Context: an optimization exercise on an open-source flow, tuned for small area, a short achievable clock period and few clock cycles per item. The choices shown serve that exercise and are no tape-out recipe.
At most, simulation tests tie the RTL to the original design; equivalence was not proved.
No activity file was given, so power comes from the tool's default toggle rates.

==> flow/design.v (excerpt) <==
module mvm_layer (
   input  logic  clk,
   input  logic  reset,
   input  logic  s_valid,
   output logic  s_ready,
   input  logic signed [16-1:0] data_in,
   output logic  m_valid,
   input  logic  m_ready,
   output logic signed [16-1:0] data_out
);
   logic                   x_wr;
   logic                   x_load;
   logic [4-1:0] row;
   logic                   take_buf;
   logic                   take_new;
   logic                   buf_wr;
   logic [1:0]             wp;
   logic [1:0]             rp;
   logic [111-1:0]  rom_ctl;
   logic [111-1:0]  ctl;
   logic [8*16-1:0] x;
   logic [16-1:0] result;
   logic [16-2:0] queue [4];    
   logic [16-2:0] dout;
   mvm_control u_control (
      .clk       (clk),
      .reset     (reset),
      .s_valid   (s_valid),
      .m_ready   (m_ready),
      .s_ready   (s_ready),
      .x_wr      (x_wr),
      .x_load    (x_load),
      .row       (row),
      .out_valid (m_valid),
      .take_buf  (take_buf),
      .take_new  (take_new),
      .buf_wr    (buf_wr),
      .wp        (wp),
      .rp        (rp)
   );
   input_buffer u_input_buffer (
      .clk     (clk),
      .x_wr    (x_wr),
      .x_load  (x_load),
      .data_in (data_in),
      .x       (x)
   );
   layer_rom u_layer_rom (
      .row    (row),
      .ctl    (rom_ctl)
   );
   always_ff @(posedge clk) begin
      ctl <= rom_ctl;
   end
   mac_lane u_lane (
      .clk    (clk),
      .ctl    (ctl),
      .x      (x),
      .result (result)
   );
   always_ff @(posedge clk) begin
      if (take_buf) begin
         dout <= queue[rp];
      end else if (take_new) begin
         dout <= result[16-2:0];
      end
      for (int i = 0; i < 4; i++) begin
         if (buf_wr && wp == 2'(i)) begin
            queue[i] <= result[16-2:0];
         end
      end
   end
   assign data_out = {1'b0, dout};    
endmodule
Size in the first run: roughly 38 I/O pins.
==> module mvm_control, before the edit <==
module mvm_control (
   input  logic                   clk,
   input  logic                   reset,
   input  logic                   s_valid,
   input  logic                   m_ready,
   output logic                   s_ready,
   output logic                   x_wr,
   output logic                   x_load,
   output logic [4-1:0] row,         
   output logic                   out_valid,
   output logic                   take_buf,    
   output logic                   take_new,    
   output logic                   buf_wr,      
   output logic [1:0]             wp,
   output logic [1:0]             rp
);
   logic [3-1:0]  in_cnt;      
   logic                   act;         
   logic                   issue;       
   logic                   iv;          
   logic [2:0]             v_pipe;      
   logic                   res_v;       
   logic [2:0]             cnt;         
   logic [2:0]             bcnt;        
   logic                   free;        
   logic                   deliver;
   assign x_wr    = s_valid && s_ready;
   assign x_load  = x_wr && (in_cnt == 3'(8 - 1));
   assign issue   = (act || x_load) && ((cnt != 3'd5) || deliver);
   logic [2:0]             cnt_inc, cnt_dec, bcnt_inc, bcnt_dec;
   assign cnt_inc  = cnt + 1'b1;
   assign cnt_dec  = cnt - 1'b1;
   assign bcnt_inc = bcnt + 1'b1;
   assign bcnt_dec = bcnt - 1'b1;
   assign res_v   = v_pipe[2];
   assign deliver = out_valid && m_ready;
   logic                   act_n;
   logic [3-1:0]  in_cnt_n;
   assign in_cnt_n = x_wr ? in_cnt + 1'b1 : in_cnt;    
   assign act_n    = x_load || (act && !(issue && row == 4'(16 - 1)));
   always_ff @(posedge clk) begin
      if (reset) begin
         in_cnt  <= '0;
         act     <= 1'b0;
         row     <= '0;
         iv      <= 1'b0;
         v_pipe  <= '0;
         cnt     <= '0;
         s_ready <= 1'b1;    
      end else begin
         in_cnt <= in_cnt_n;
         act    <= act_n;
         if (issue) begin
            row <= row + 1'b1;    
         end
         iv     <= issue;
            v_pipe <= {v_pipe[1:0], iv};
         if (issue && !deliver) begin
            cnt <= cnt_inc;
         end else if (deliver && !issue) begin
            cnt <= cnt_dec;
         end
         s_ready <= (in_cnt_n != 3'(8 - 1)) || !act_n;
      end
   end
   assign free     = !out_valid || m_ready;
   assign take_buf = free && (bcnt != '0);
   assign take_new = free && (bcnt == '0) && res_v;
   assign buf_wr   = res_v && !take_new;
   always_ff @(posedge clk) begin
      if (reset) begin
         out_valid <= 1'b0;
         bcnt      <= '0;
         wp        <= '0;
         rp        <= '0;
      end else begin
         if (free) begin
            out_valid <= (bcnt != '0) || res_v;
         end
         if (buf_wr && !take_buf) begin
            bcnt <= bcnt_inc;
         end else if (take_buf && !buf_wr) begin
            bcnt <= bcnt_dec;
         end
         if (buf_wr) begin
            wp <= (wp == 2'd3) ? '0 : wp + 1'b1;
         end
         if (take_buf) begin
            rp <= (rp == 2'd3) ? '0 : rp + 1'b1;
         end
      end
   end
endmodule
==> module mvm_layer, before the edit <==
module mvm_layer (
   input  logic  clk,
   input  logic  reset,
   input  logic  s_valid,
   output logic  s_ready,
   input  logic signed [16-1:0] data_in,
   output logic  m_valid,
   input  logic  m_ready,
   output logic signed [16-1:0] data_out
);
   logic                   x_wr;
   logic                   x_load;
   logic [4-1:0] row;
   logic                   take_buf;
   logic                   take_new;
   logic                   buf_wr;
   logic [1:0]             wp;
   logic [1:0]             rp;
   logic [111-1:0]  rom_ctl;
   logic [111-1:0]  ctl;
   logic [8*16-1:0] x;
   logic [16-1:0] result;
   logic [16-2:0] queue [4];    
   logic [16-2:0] dout;
   mvm_control u_control (
      .clk       (clk),
      .reset     (reset),
      .s_valid   (s_valid),
      .m_ready   (m_ready),
      .s_ready   (s_ready),
      .x_wr      (x_wr),
      .x_load    (x_load),
      .row       (row),
      .out_valid (m_valid),
      .take_buf  (take_buf),
      .take_new  (take_new),
      .buf_wr    (buf_wr),
      .wp        (wp),
      .rp        (rp)
   );
   input_buffer u_input_buffer (
      .clk     (clk),
      .x_wr    (x_wr),
      .x_load  (x_load),
      .data_in (data_in),
      .x       (x)
   );
   layer_rom u_layer_rom (
      .row    (row),
      .ctl    (rom_ctl)
   );
   always_ff @(posedge clk) begin
      ctl <= rom_ctl;
   end
   mac_lane u_lane (
      .clk    (clk),
      .ctl    (ctl),
      .x      (x),
      .result (result)
   );
   always_ff @(posedge clk) begin
      if (take_buf) begin
         dout <= queue[rp];
      end else if (take_new) begin
         dout <= result[16-2:0];
      end
      for (int i = 0; i < 4; i++) begin
         if (buf_wr && wp == 2'(i)) begin
            queue[i] <= result[16-2:0];
         end
      end
   end
   assign data_out = {1'b0, dout};    
endmodule
clock: 7.0 ns
lec_check: 0
cap_margin: 20
core_margin: 2
core_utilization: 40
cts_cluster_diameter: 80
cts_cluster_size: 25
place_density: 0.6
setup_slack_margin: 4.5
slew_margin: 20
standard.sh (not shown) runs the stock make flow with config.mk's settings and CLKGATE_MAP_FILE= SYNTH_SCRIPT=/design/flow/synth_recipe.tcl, a recipe that flattens the netlist after the stock synthesis.
==> flow/flow/run.sh <==
#!/bin/bash
# Layout flow: the standard synthesis, then a polarity pass on the full
# adders of the synthesized netlist (flow/polfix.py: a full adder is
# self-dual, so complementing its inputs complements its outputs; choosing
# each adder's polarity removes most inverters between adders), checked
# against the synthesized netlist on random vectors (flow/neteq.py), then the
# standard flow from floorplan to the final layout.
set -euo pipefail
R=orfs/results/${FLOW_PLATFORM}/mvm_layer/base

bash standard.sh synth > synth.log 2>&1

cp $R/1_2_yosys.v $R/1_2_yosys_std.v
python3 flow/polfix.py $R/1_2_yosys_std.v $R/1_2_yosys_pol.v > polfix.log 2>&1
python3 flow/neteq.py $R/1_2_yosys_std.v $R/1_2_yosys_pol.v 40 > neteq.log 2>&1
cp $R/1_2_yosys_pol.v $R/1_2_yosys.v
rm -f $R/1_synth.odb $R/1_synth.sdc

bash standard.sh > layout.log 2>&1
Other scripts of this flow, unchanged in this note and not shown: flow/flow/neteq.py, flow/flow/polfix.py
Rerun with:
--- a/flow/design.v
+++ b/flow/design.v
@@ -3008,16 +3008,17 @@
    logic [2:0]             v_pipe;      
    logic                   res_v;       
-   logic [2:0]             cnt;         
-   logic [2:0]             bcnt;        
+   logic [4:0]             cnt;         
+   logic [3:0]             bcnt;        
    logic                   free;        
    logic                   deliver;
    assign x_wr    = s_valid && s_ready;
    assign x_load  = x_wr && (in_cnt == 3'(8 - 1));
-   assign issue   = (act || x_load) && ((cnt != 3'd5) || deliver);
-   logic [2:0]             cnt_inc, cnt_dec, bcnt_inc, bcnt_dec;
-   assign cnt_inc  = cnt + 1'b1;
-   assign cnt_dec  = cnt - 1'b1;
-   assign bcnt_inc = bcnt + 1'b1;
-   assign bcnt_dec = bcnt - 1'b1;
+   assign issue   = (act || x_load) && (!cnt[4] || deliver);
+   logic [4:0]             cnt_inc, cnt_dec;
+   logic [3:0]             bcnt_inc, bcnt_dec;
+   assign cnt_inc  = {cnt[3:0], 1'b1};
+   assign cnt_dec  = {1'b0, cnt[4:1]};
+   assign bcnt_inc = {bcnt[2:0], 1'b1};
+   assign bcnt_dec = {1'b0, bcnt[3:1]};
    assign res_v   = v_pipe[2];
    assign deliver = out_valid && m_ready;
@@ -3052,6 +3053,6 @@
    end
    assign free     = !out_valid || m_ready;
-   assign take_buf = free && (bcnt != '0);
-   assign take_new = free && (bcnt == '0) && res_v;
+   assign take_buf = free && bcnt[0];
+   assign take_new = free && !bcnt[0] && res_v;
    assign buf_wr   = res_v && !take_new;
    always_ff @(posedge clk) begin
@@ -3063,5 +3064,5 @@
       end else begin
          if (free) begin
-            out_valid <= (bcnt != '0) || res_v;
+            out_valid <= bcnt[0] || res_v;
          end
          if (buf_wr && !take_buf) begin
@@ -3142,10 +3143,10 @@
       .result (result)
    );
+   logic [16-2:0] dout_n;
+   assign dout_n = ({(16-1){take_buf}} & queue[rp]) |
+                   ({(16-1){take_new}} & result[16-2:0]) |
+                   ({(16-1){!take_buf && !take_new}} & dout);
    always_ff @(posedge clk) begin
-      if (take_buf) begin
-         dout <= queue[rp];
-      end else if (take_new) begin
-         dout <= result[16-2:0];
-      end
+      dout <= dout_n;
       for (int i = 0; i < 4; i++) begin
          if (buf_wr && wp == 2'(i)) begin
Count of clock-buffer cells in the layout is higher by 1.
Combinational power falls by about 9%.
Routed wire length fell by 1.3%.
Die area hardly moves.
Global-route usage is lower by 0.25 points.
Hold slack barely changes.
Design area barely changes.
Synthesized area is about the same.
Testbench counts after the change, summed over its fixed seeds: cycles 5,216, frames 320.
The RTL of the first run of this note was laid out without a check of its function.

==> what the ideal ports hide <==
No port has a modelled driver above. Below, the same layouts with a new extraction and two added sets of constraints.
Step 1 sets driving cells, clkbuf_16 on the clock port and buf_2 on the other inputs (assumed; they add their load-dependent delay and slew).
Step 2 adds t to the input delays and takes it off the output delays; t is the mean of the earliest and latest rising clock arrival at the registers after step 1. Input paths then give back, and output paths get back, about the clock's delay inside the block.
Slacks: no drivers / after step 1 / after step 2; pairs: no drivers / after step 1.
| run | shift t [ns] | slack for setup (ns) | worst setup path after step 2 | worst slew at a driven data input, ns | cell pins on the clock port's net |
|---|---|---|---|---|---|
| the first run | 0.667 | 4.441 / 4.369 / 3.819 | input to register | 0.06 | 1 |
| the second run | 0.669 | 4.446 / 4.438 / 3.926 | input to register | 0.04 | 1 |
After both steps setup and hold are still met in every run listed. For the first run, which loses most, drivers alone change the setup slack by -0.072 ns; drivers and shift together by -0.622 ns.
